What follows belongs to an exercise in optimizing a design on an open flow for small area; a production flow would make more cautious choices. In this exercise RTL edits were held to simulation tests only and were not proved equivalent to the original. Power and IR drop assume default switching activity.

==> flow/flow/run.sh <==
#!/bin/bash
# Own layout flow: the standard ORFS flow (standard.sh, synth_recipe.tcl)
# with three changes to how the layout is made:
#  - logic mapping in synthesis uses flow/abc_map.script, an area-oriented ABC
#    script, in place of ORFS's abc_speed.script (flip-flop mapping, flattening
#    and renaming are unchanged, so the registers are the standard ones);
#  - a leaner clock tree: no dummy loads, sink clusters of up to 18 flip-flops on clkbuf_8;
#  - single-drive buffers on the ports.
# Make's output goes to flow_make.log here; each ORFS step keeps its own log
# under orfs/logs/.
set -euo pipefail
cd "$(dirname "$0")/.."
rm -rf scripts_abc
cp -r "$FLOW_HOME/scripts" scripts_abc
cp flow/abc_map.script scripts_abc/abc_speed.script
CTS="-sink_clustering_enable -repair_clock_nets -dont_use_dummy_load"
CTS="$CTS -buf_list sky130_fd_sc_hd__clkbuf_8 -sink_clustering_size 18 -sink_clustering_max_diameter 50"
bash standard.sh "SCRIPTS_DIR=$PWD/scripts_abc" "CTS_ARGS=$CTS" \
  "BUFFER_PORTS_ARGS=-buffer_cell sky130_fd_sc_hd__buf_1" finish > flow_make.log 2>&1
==> flow/flow/abc_map.script <==
strash
dc2
&get -n
&st
&dch -f
&nf -R 1000
&put
topo
stime -c
==> flow/standard.sh <==
#!/bin/bash
# synth_recipe.tcl (not shown) runs the flow's synth.tcl, then flattens the netlist and writes it again
# the make line also repeats each setting of config.mk as NAME=value (left out here)
make -C /OpenROAD-flow-scripts/flow DESIGN_CONFIG=/design/flow/config.mk WORK_HOME=/design/flow/orfs CLKGATE_MAP_FILE= SYNTH_SCRIPT=/design/flow/synth_recipe.tcl "${@:-finish}"
==> flow/config.mk <==
export PLATFORM = sky130hd
export DESIGN_NAME = eeg_packet_parser
export DESIGN_NICKNAME = eeg_packet_parser
export VERILOG_FILES = /design/flow/design.v
export SDC_FILE = /design/flow/constraint.sdc
export NUM_CORES = 4
export LEC_CHECK = 0
export CAP_MARGIN = 20
export CORE_MARGIN = 2
export CORE_UTILIZATION = 75
export PLACE_DENSITY = 0.85
export SLEW_MARGIN = 20
==> flow/constraint.sdc <==
create_clock -name core_clock -period 7.0 [get_ports {clk}]
set_input_delay 1.4000 -clock core_clock [delete_from_list [all_inputs] [get_ports {clk}]]
set_output_delay 1.4000 -clock core_clock [all_outputs]
set_load 0.01 [all_outputs]
==> flow/design.v <==
`default_nettype none
package eegp_pkg;
  localparam int BAND_W   = 24;
  localparam int CFG_IDX_W = 4;
  localparam int Q_DEPTH  = 2;
  localparam logic [7:0] QUALITY_DEFAULT = 8'd200;
  localparam logic [7:0] RAW_ROW_LEN     = 8'd2;
  localparam logic [7:0] BAND_ROW_LEN    = 8'd24;
  localparam logic [7:0] SYNC_FIRST_RST  = 8'd170;
  localparam logic [7:0] SYNC_SECOND_RST = 8'd170;
  localparam logic [6:0] CODE_QUAL_RST   = 7'd2;
  localparam logic [6:0] CODE_ATTN_RST   = 7'd4;
  localparam logic [6:0] CODE_MED_RST    = 7'd5;
  localparam logic [7:0] CODE_RAW_RST    = 8'd128;
  localparam logic [7:0] CODE_BAND_RST   = 8'd131;
  localparam logic [7:0] MAX_PAYLOAD_RST = 8'd169;
  localparam logic [CFG_IDX_W-1:0] REG_SYNC_FIRST  = 4'd0;
  localparam logic [CFG_IDX_W-1:0] REG_SYNC_SECOND = 4'd1;
  localparam logic [CFG_IDX_W-1:0] REG_CODE_QUAL   = 4'd2;
  localparam logic [CFG_IDX_W-1:0] REG_CODE_ATTN   = 4'd3;
  localparam logic [CFG_IDX_W-1:0] REG_CODE_MED    = 4'd4;
  localparam logic [CFG_IDX_W-1:0] REG_CODE_RAW    = 4'd5;
  localparam logic [CFG_IDX_W-1:0] REG_CODE_BAND   = 4'd6;
  localparam logic [CFG_IDX_W-1:0] REG_MAX_PAYLOAD = 4'd7;
  localparam logic [3:0] KIND_QUALITY    = 4'd0;
  localparam logic [3:0] KIND_ATTENTION  = 4'd1;
  localparam logic [3:0] KIND_MEDITATION = 4'd2;
  localparam logic [3:0] KIND_RAW        = 4'd3;
  localparam logic [3:0] KIND_BAND0      = 4'd4;
  typedef struct packed {
    logic [7:0]  quality;
    logic [7:0]  attention;
    logic [7:0]  meditation;
    logic [15:0] raw;
    logic        raw_seen;
    logic        band_seen;
  } snap_t;
  localparam int SNAP_W = 42;   
endpackage
`default_nettype wire
`default_nettype none
import eegp_pkg::*;
module eeg_packet_parser #(
  parameter int BAND_COUNT = 8
) (
  input  wire logic                 clk,
  input  wire logic                 rst,
  input  wire logic                 cfg_valid,
  output logic                      cfg_ready,
  input  wire logic [CFG_IDX_W-1:0] cfg_index,
  input  wire logic [7:0]           cfg_data,
  input  wire logic                 push,
  output logic                      full,
  input  wire logic [7:0]           rx_byte,
  input  wire logic                 pop,
  output logic                      empty,
  output logic [3:0]                value_kind,
  output logic signed [24:0]        value_data,
  output logic                      last_value
);
  localparam int F_SYNC1 = 0, F_SYNC2 = 1, F_LEN = 2, F_PAY = 3, F_CHK = 4;
  localparam logic [1:0] R_CODE = 2'd0, R_LEN = 2'd1, R_SINGLE = 2'd2, R_DATA = 2'd3;
  localparam logic [1:0] C_NONE = 2'd0, C_Q = 2'd1, C_A = 2'd2, C_M = 2'd3;
  localparam logic [1:0] C_RAW = 2'd1, C_BAND = 2'd2;
  assign cfg_ready = 1'b1;
  logic [7:0] sync_first, sync_second, code_raw_wave, code_band_power, max_payload;
  logic [6:0] code_quality, code_attn, code_med;
  logic [7:0] cfg_one, cfg_zero;    
  logic [7:0] cfg_en;
  assign cfg_one  = cfg_data | {8{rst}};
  assign cfg_zero = cfg_data & {8{~rst}};
  always_comb begin
    for (int k = 0; k < 8; k++) cfg_en[k] = rst || (cfg_valid && cfg_index == 4'(k));
  end
  function automatic logic [7:0] cfg_d(input logic [7:0] rst_val);
    for (int b = 0; b < 8; b++) cfg_d[b] = rst_val[b] ? cfg_one[b] : cfg_zero[b];
  endfunction
  logic [7:0] d_qual, d_attn, d_med;
  assign d_qual = cfg_d({1'b0, CODE_QUAL_RST});
  assign d_attn = cfg_d({1'b0, CODE_ATTN_RST});
  assign d_med  = cfg_d({1'b0, CODE_MED_RST});
  always_ff @(posedge clk) begin
    if (cfg_en[REG_SYNC_FIRST])  sync_first      <= cfg_d(SYNC_FIRST_RST);
    if (cfg_en[REG_SYNC_SECOND]) sync_second     <= cfg_d(SYNC_SECOND_RST);
    if (cfg_en[REG_CODE_QUAL])   code_quality    <= d_qual[6:0];
    if (cfg_en[REG_CODE_ATTN])   code_attn       <= d_attn[6:0];
    if (cfg_en[REG_CODE_MED])    code_med        <= d_med[6:0];
    if (cfg_en[REG_CODE_RAW])    code_raw_wave   <= cfg_d(CODE_RAW_RST);
    if (cfg_en[REG_CODE_BAND])   code_band_power <= cfg_d(CODE_BAND_RST);
    if (cfg_en[REG_MAX_PAYLOAD]) max_payload     <= cfg_d(MAX_PAYLOAD_RST);
  end
  logic [4:0]  frame_phase;
  logic [1:0]  row_phase, row_class;
  logic [7:0]  pay_rem, row_rem, checksum_sum;
  logic        q_full, q_push;
  logic [1:0]  q_count;
  logic        wr_ptr, rd_ptr;
  logic        accept, in_pay, in_data, band_row, last_row_byte;
  logic        pay_ge2, pay_ge3;
  assign full          = frame_phase[F_CHK] && q_full;
  assign accept        = push && !full;
  assign in_pay        = accept && frame_phase[F_PAY];
  assign in_data       = in_pay && (row_phase == R_DATA);
  assign band_row      = (row_class == C_BAND);
  assign last_row_byte = (row_rem == 8'd1);
  assign pay_ge2       = (pay_rem != 8'd1);
  assign pay_ge3       = pay_ge2 && (pay_rem != 8'd2);
  assign q_push        = accept && frame_phase[F_CHK] && match_a;
  logic [7:0] cmp_a, cmp_b;
  logic       match_a, match_b, match_c;
  always_comb begin
    cmp_a = ({8{frame_phase[F_SYNC1]}} & sync_first) |
            ({8{frame_phase[F_SYNC2]}} & sync_second) |
            ({8{frame_phase[F_PAY]}} & (rx_byte[7] ? code_raw_wave : {1'b0, code_quality})) |
            ({8{frame_phase[F_CHK]}} & ~checksum_sum);
  end
  assign cmp_b   = rx_byte[7] ? code_band_power : {1'b0, code_attn};
  assign match_a = (rx_byte == cmp_a);
  assign match_b = (rx_byte == cmp_b);
  assign match_c = (rx_byte == {1'b0, code_med});
  always_ff @(posedge clk) begin
    if (rst) begin
      frame_phase <= 5'(1 << F_SYNC1);
    end else if (accept) begin
      frame_phase <= '0;
      if (frame_phase[F_SYNC1]) begin
        frame_phase[F_SYNC1] <= !match_a;
        frame_phase[F_SYNC2] <= match_a;
      end
      if (frame_phase[F_SYNC2]) begin
        frame_phase[F_LEN]   <= match_a;
        frame_phase[F_SYNC1] <= !match_a;
      end
      if (frame_phase[F_LEN]) begin
        if (rx_byte > max_payload) frame_phase[F_SYNC1] <= 1'b1;
        else if (rx_byte == 8'd0) frame_phase[F_CHK] <= 1'b1;
        else frame_phase[F_PAY] <= 1'b1;
      end
      if (frame_phase[F_PAY]) begin
        frame_phase[F_PAY] <= (pay_rem != 8'd1);
        frame_phase[F_CHK] <= (pay_rem == 8'd1);
      end
      if (frame_phase[F_CHK]) frame_phase[F_SYNC1] <= 1'b1;
    end
  end
  always_ff @(posedge clk) begin
    if (accept && frame_phase[F_LEN]) begin
      pay_rem      <= rx_byte;
      checksum_sum <= '0;
      row_phase    <= R_CODE;
    end else if (in_pay) begin
      pay_rem      <= pay_rem - 8'd1;
      checksum_sum <= checksum_sum + rx_byte;
      case (row_phase)
        R_CODE: begin
          row_phase <= rx_byte[7] ? R_LEN : R_SINGLE;
          if (match_a) row_class <= C_Q;
          else if (match_b) row_class <= C_A;
          else if (match_c) row_class <= C_M;
          else row_class <= C_NONE;
        end
        R_SINGLE: row_phase <= R_CODE;
        R_LEN: begin
          row_rem   <= rx_byte;
          row_phase <= (rx_byte == 8'd0) ? R_CODE : R_DATA;
          if ((row_class == C_RAW && rx_byte != RAW_ROW_LEN) ||
              (row_class == C_BAND && rx_byte != BAND_ROW_LEN)) row_class <= C_NONE;
        end
        default: begin
          row_rem <= row_rem - 8'd1;
          if (last_row_byte) row_phase <= R_CODE;
        end
      endcase
    end
  end
  logic [7:0]  p_quality, p_attention, p_meditation;
  logic [15:0] p_raw;
  logic        p_raw_seen, p_band_seen;
  logic [BAND_W-1:0] p_band [BAND_COUNT];
  always_ff @(posedge clk) begin
    if (accept && frame_phase[F_LEN]) begin
      p_quality    <= QUALITY_DEFAULT;
      p_attention  <= '0;
      p_meditation <= '0;
      p_raw_seen   <= 1'b0;
      p_band_seen  <= 1'b0;
    end else if (in_pay) begin
      if (row_phase == R_SINGLE) begin
        if (row_class == C_Q) p_quality    <= rx_byte;
        if (row_class == C_A) p_attention  <= rx_byte;
        if (row_class == C_M) p_meditation <= rx_byte;
      end
      if (row_phase == R_DATA && row_class == C_RAW && last_row_byte) p_raw_seen <= 1'b1;
      if (row_phase == R_DATA && band_row && last_row_byte) p_band_seen <= 1'b1;
    end
  end
  always_ff @(posedge clk) begin
    if (in_data && row_class == C_RAW && row_rem[1:0] == 2'd2 && pay_ge2) p_raw[15:8] <= rx_byte;
    if (in_data && row_class == C_RAW && last_row_byte) p_raw[7:0] <= rx_byte;
  end
  for (genvar g = 0; g < BAND_COUNT; g++) begin : g_band
    always_ff @(posedge clk) begin
      if (in_data && band_row && row_rem[4:0] == 5'(24 - 3 * g) && pay_ge3) p_band[g][23:16] <= rx_byte;
      if (in_data && band_row && row_rem[4:0] == 5'(23 - 3 * g) && pay_ge2) p_band[g][15:8]  <= rx_byte;
      if (in_data && band_row && row_rem[4:0] == 5'(22 - 3 * g))            p_band[g][7:0]   <= rx_byte;
    end
  end
  logic [7:0]  e_quality [2], e_attention [2], e_meditation [2];
  logic [15:0] e_raw [2];
  logic        e_raw_seen [2], e_band_seen [2];
  logic [BAND_W-1:0] ring [2][BAND_COUNT];
  logic [2:0]  ring_base [2];    
  logic [2:0]  phase;            
  logic [2:0]  xfer_idx;         
  logic        xfer_ent;         
  logic        xfer_go;
  logic [1:0]  ring_ins;
  logic [BAND_W-1:0] xfer_word;
  logic        rd_en;
  assign rd_ptr  = wr_ptr ^ (q_count == 2'd1);
  assign q_full  = q_count[1];
  assign empty   = (q_count == 2'd0);
  assign xfer_go = q_push && p_band_seen;
  always_comb begin
    xfer_word = '0;
    for (int i = 0; i < BAND_COUNT; i++)
      xfer_word |= {BAND_W{xfer_idx == 3'(i)}} & p_band[i];
  end
  for (genvar e = 0; e < 2; e++) begin : g_entry
    assign ring_ins[e] = (xfer_go && wr_ptr == 1'(e)) || (xfer_idx != 3'd0 && xfer_ent == 1'(e));
    always_ff @(posedge clk) begin
      if (q_push && wr_ptr == 1'(e)) begin
        e_quality[e]    <= p_quality;
        e_attention[e]  <= p_attention;
        e_meditation[e] <= p_meditation;
        e_raw[e]        <= p_raw;
        e_raw_seen[e]   <= p_raw_seen;
        e_band_seen[e]  <= p_band_seen;
        ring_base[e]    <= phase + 3'd5;
      end
    end
    always_ff @(posedge clk) begin
      ring[e][0] <= ring_ins[e] ? xfer_word : ring[e][BAND_COUNT-1];
      for (int i = 1; i < BAND_COUNT; i++) ring[e][i] <= ring[e][i-1];
    end
  end
  always_ff @(posedge clk) begin
    if (rst) begin
      phase    <= '0;
      xfer_idx <= '0;
    end else begin
      phase <= phase + 3'd1;
      if (xfer_go) xfer_idx <= 3'd1;
      else if (xfer_idx != 3'd0) xfer_idx <= xfer_idx + 3'd1;
    end
  end
  always_ff @(posedge clk) begin
    if (xfer_go) xfer_ent <= wr_ptr;
  end
  always_ff @(posedge clk) begin
    if (rst) begin
      wr_ptr  <= 1'b0;
      q_count <= '0;
    end else begin
      if (q_push) wr_ptr <= ~wr_ptr;
      if (q_push && !rd_en) q_count <= q_count + 2'd1;
      else if (rd_en && !q_push) q_count <= q_count - 2'd1;
    end
  end
  logic [3:0] kind;
  logic       h_raw_seen, h_band_seen;
  logic [15:0] h_raw;
  logic       take;
  logic [2:0] band_place;
  assign value_kind  = kind;
  assign h_raw_seen  = e_raw_seen[rd_ptr];
  assign h_band_seen = e_band_seen[rd_ptr];
  assign h_raw       = e_raw[rd_ptr];
  assign take        = pop && !empty;
  assign band_place  = phase - ring_base[rd_ptr] - kind[2:0];
  logic [1:0]  hsel;
  logic [3:0]  ksel;
  logic        kband;
  logic [BAND_COUNT-1:0] psel;
  assign hsel  = {rd_ptr, ~rd_ptr};
  assign kband = kind[3] || kind[2];
  always_comb begin
    for (int k = 0; k < 4; k++) ksel[k] = (kind == 4'(k));
    for (int i = 0; i < BAND_COUNT; i++) psel[i] = kband && (band_place == 3'(i));
  end
  always_comb begin
    value_data = '0;
    for (int e = 0; e < 2; e++) begin
      value_data |= {25{hsel[e] & ksel[0]}} & {17'd0, e_quality[e]};
      value_data |= {25{hsel[e] & ksel[1]}} & {17'd0, e_attention[e]};
      value_data |= {25{hsel[e] & ksel[2]}} & {17'd0, e_meditation[e]};
      value_data |= {25{hsel[e] & ksel[3]}} & {{9{e_raw[e][15]}}, e_raw[e]};
      for (int i = 0; i < BAND_COUNT; i++)
        value_data |= {25{hsel[e] & psel[i]}} & {1'b0, ring[e][i]};
    end
  end
  assign last_value = (kind == 4'd11) ||
                      (kind == KIND_RAW && !h_band_seen) ||
                      (kind == KIND_MEDITATION && !h_raw_seen && !h_band_seen);
  assign rd_en = take && last_value;
  always_ff @(posedge clk) begin
    if (rst) begin
      kind <= KIND_QUALITY;
    end else if (take) begin
      if (last_value) kind <= KIND_QUALITY;
      else if (kind == KIND_MEDITATION) kind <= h_raw_seen ? KIND_RAW : KIND_BAND0;
      else kind <= kind + 4'd1;
    end
  end
endmodule
`default_nettype wire
==> reports/metrics.cfg <==
[timing]
worstMarginPinSlew_ps = 1060
worst_slack_ps = 128
fmax_mhz = 146
finalCritPeriodShare = 0.982
rsz0062_at_grt = yes
worst_clock_skew_ps = 90.5
maxSlewViolCount = 0
maxSlewHeadroom = 0.290
finalHoldViolCount = 0
min_period_ps = 6870
setup_viol_count_final = 0

[logic_synthesis]
async_reset_ff_frac = 0
ys_ff_latch = 816
synth.avg_cell_area_um2 = 14.8
synth_edf_count = 378
synth_ff_type = dfxtp_1
synth_cell_types = 47
syn_nets = 1885
syn-cell-area_um2 = 26800
synthCells = 1817
ys_warn_count = 10
ys_seq_area_frac = 0.750

[worst_setup_path]
critPathMaxStageDelay_ps = 480
start_kind = register
required_ps = 5600
cp_slowest_cell = fa_1
crit_arrival_ps = 5470
crit_type = reg -> out
r2r_slack_ps = 2810
critPathMostFrequentCell = xnor2_2
worstPathMaxFanout = 24
cp_cell_sequence = clkinv_1, ha_1, xnor2_2, mux2i_1, fa_1, ha_1, or2_0, fa_1, xnor2_2, xnor2_2, xnor2_1, nand2_1, nor2_2, buf_4, a22o_1, a221oi_1, and4_1, nand3_1, buf_1
worst_setup_path_end_kind = primary output

[min_path]
worstHoldPathType = reg -> reg

[routing]
num_vias = 17300
viasPerCell = 7.11
drt_iter0_drc = 2665
wire_per_inst_um = 26.8
post-route-drc-count = 0
first_pass_iters = 9
routed_wl_mm = 65.5
ant_nets = 0

[clock_network]
clock_latency_ps = 710
cts_setup_buffers = 0
htreeDepth = 2
cts_tree = yes
post_cts_resized = 0
clock-sinks = 816
cts_root_buffer = clkbuf_8
clk_pin_slew_ps = 100
clockBufferDepth = 3
numCtsBuffers = 55
ctsHoldBuffers = 0

[die]
row_count = 69
coreArea_um2 = 35400
pin_count = 58
die_h_um = 193
dieWidth_um = 193
dieArea_um2 = 37300
initial_core_util = 0.758

[pwr]
p_per_area_nw_per_um2 = 318
irDropWorstVdd_mv = 0.320
p_leak_nw = 10.1

[grt]
first_global_vias = 17300
grt_max_degree = 46
antenna_found_initial = 0
globalRouteTotalUtil = 0.351
grt_pass1_wl_mm = 97.1
grt_overflow_total = 0

[place]
place.gp.congestion = 0.870
dp_hpwl_mm = 39.9
placed_cell_area_um2 = 28100
io_buffers = 56
pre_cts_slack_ps = 905
dp.cells = 2385

[final_layout]
layout_common_cells = 438 x dfxtp_1, 378 x edfxtp_1, 148 x a222oi_1
layout-drive-gt1-share = 0.0712
fill_cells = 1918
mostFrequentLayoutCell = dfxtp_1
multi_input_area_um2 = 6620
diodes = 0
fin_cells = 2440
final_nets = 2049
syn_to_final_growth_pct = 7.74
regArea_um2 = 20100
fin_area_um2 = 28900

[run_status]
status = finished clean

[run]
cap_viol_max_count = 0

[registers in the layout, summed over array words and instances (netlist names), 16 cells and up]
signal and cells:
e_meditation 16, e_raw 32, e_attention 16, p_band 192, p_raw 16, ring 384
e_quality 16
[metal layers]
| metal | vias up | share of wire | track usage |
|---|---|---|---|
| li1 | 7476 | - | - |
| met1 | 8475 | 0.38 | 0.478 |
| met2 | 1198 | 0.47 | 0.546 |
| met3 | 197 | 0.12 | 0.0715 |
| met4 | 0 | 0.040 | 0.177 |
| met5 | - | 0 | 0 |
[cell type report]
class	instances	area share
clock buffers	55	0.0262
inverters	50	0.00649
multi-input cells	950	0.229
flip-flops and latches	816	0.696
well taps	461	0.0200
repair buffers	108	0.0222
[cell usage after synthesis, drive strengths merged (21+ instances only)]
cell type | n | area share
a22oi | 54 | 0.015
edfxtp | 378 | 0.42
a222oi | 148 | 0.055
nand2 | 82 | 0.011
nor2 | 144 | 0.020
dfxtp | 438 | 0.33
a211oi | 24 | 0.0067
nor3 | 24 | 0.0045
a21oi | 79 | 0.015
a221oi | 41 | 0.013
and4 | 21 | 0.0069
ha | 40 | 0.019
nand3 | 39 | 0.0073
clkinv | 50 | 0.0070
o21ai | 39 | 0.0073
xnor2 | 29 | 0.0095
nor2b | 25 | 0.0058
[report_power, final]
group / switching [W] / total, W / leakage, nW / internal (W)
clock network: 0.00134 / 0.00204 / 0.395 / 0.000703
registers: 0.000525 / 0.00639 / 7.26 / 0.00587
logic: 0.000489 / 0.000743 / 2.48 / 0.000253
[final timing paths]
path                   from        endpoint  cells after the start
max              q_count[1]  value_data[10]                     19
min             ring[0][12]     ring[1][12]                      0
max reg2reg  frame_phase[4]   p_band[1][18]                      7
min reg2reg     ring[0][12]     ring[1][12]                      0
[per-stage QoR]
step	total power (W)	hold WS, ps	util	setup TNS [ps]
2_1_floorplan	0.00669	330	-	0
3_3_place_gp	0.00708	332	0.794	0
3_5_place_dp	0.00717	336	0.794	0
4_1_cts	0.00912	319	0.815	0
5_1_grt	0.00944	318	0.817	-303
6_report	0.00918	310	0.817	0
[worst max-delay path: cells and delay by family, from the launching register on]
family / cells / cell delay (ps)
adders and majority gates: 4 / 1410
xor gates and xnor gates: 4 / 900
and+or+nand+nor: 5 / 890
buffers and inverters: 3 / 680
DFF: 1 / 370
AOI/OAI and AO/OA: 2 / 290
muxes: 1 / 240
[cell families (layout without fill, tap and decap cells)]
group,Yosys count,count (layout),share of synthesized area
adders and majority gates,43,43,0.0209
other,1,1,0.000140
muxes,17,17,0.00667
xor gates and xnor gates,39,39,0.0127
AOI/OAI and AO/OA,444,444,0.130
buffers and inverters,51,213,0.00728
DFF,816,816,0.750
and+or+nand+nor,406,406,0.0728

==> what the ideal ports hide <==
Ports are ideal in the flow. The routed layout listed here was re-timed in OpenROAD.
Step 1 assumes that a clkbuf_16 drives the clock port and a buf_2 every other input.
Step 2 adds t to the input delays and takes it off the output delays; t is the mean of the earliest and latest rising clock arrival at the registers after step 1. Input paths then give back, and output paths get back, about the clock's delay inside the block.
Three values: ideal, step 1, step 2; two values: the first two.
shift t [ns]: 0.723
slack for setup (ns): 0.128 / 0.075 / 0.798
worst setup path after step 2: register to output
slew at the worst register clock pin (ns): 0.11 / 0.11
After both steps this run still meets setup and hold. For this run, drivers alone change the setup slack by -0.053 ns; drivers and shift together by +0.670 ns.
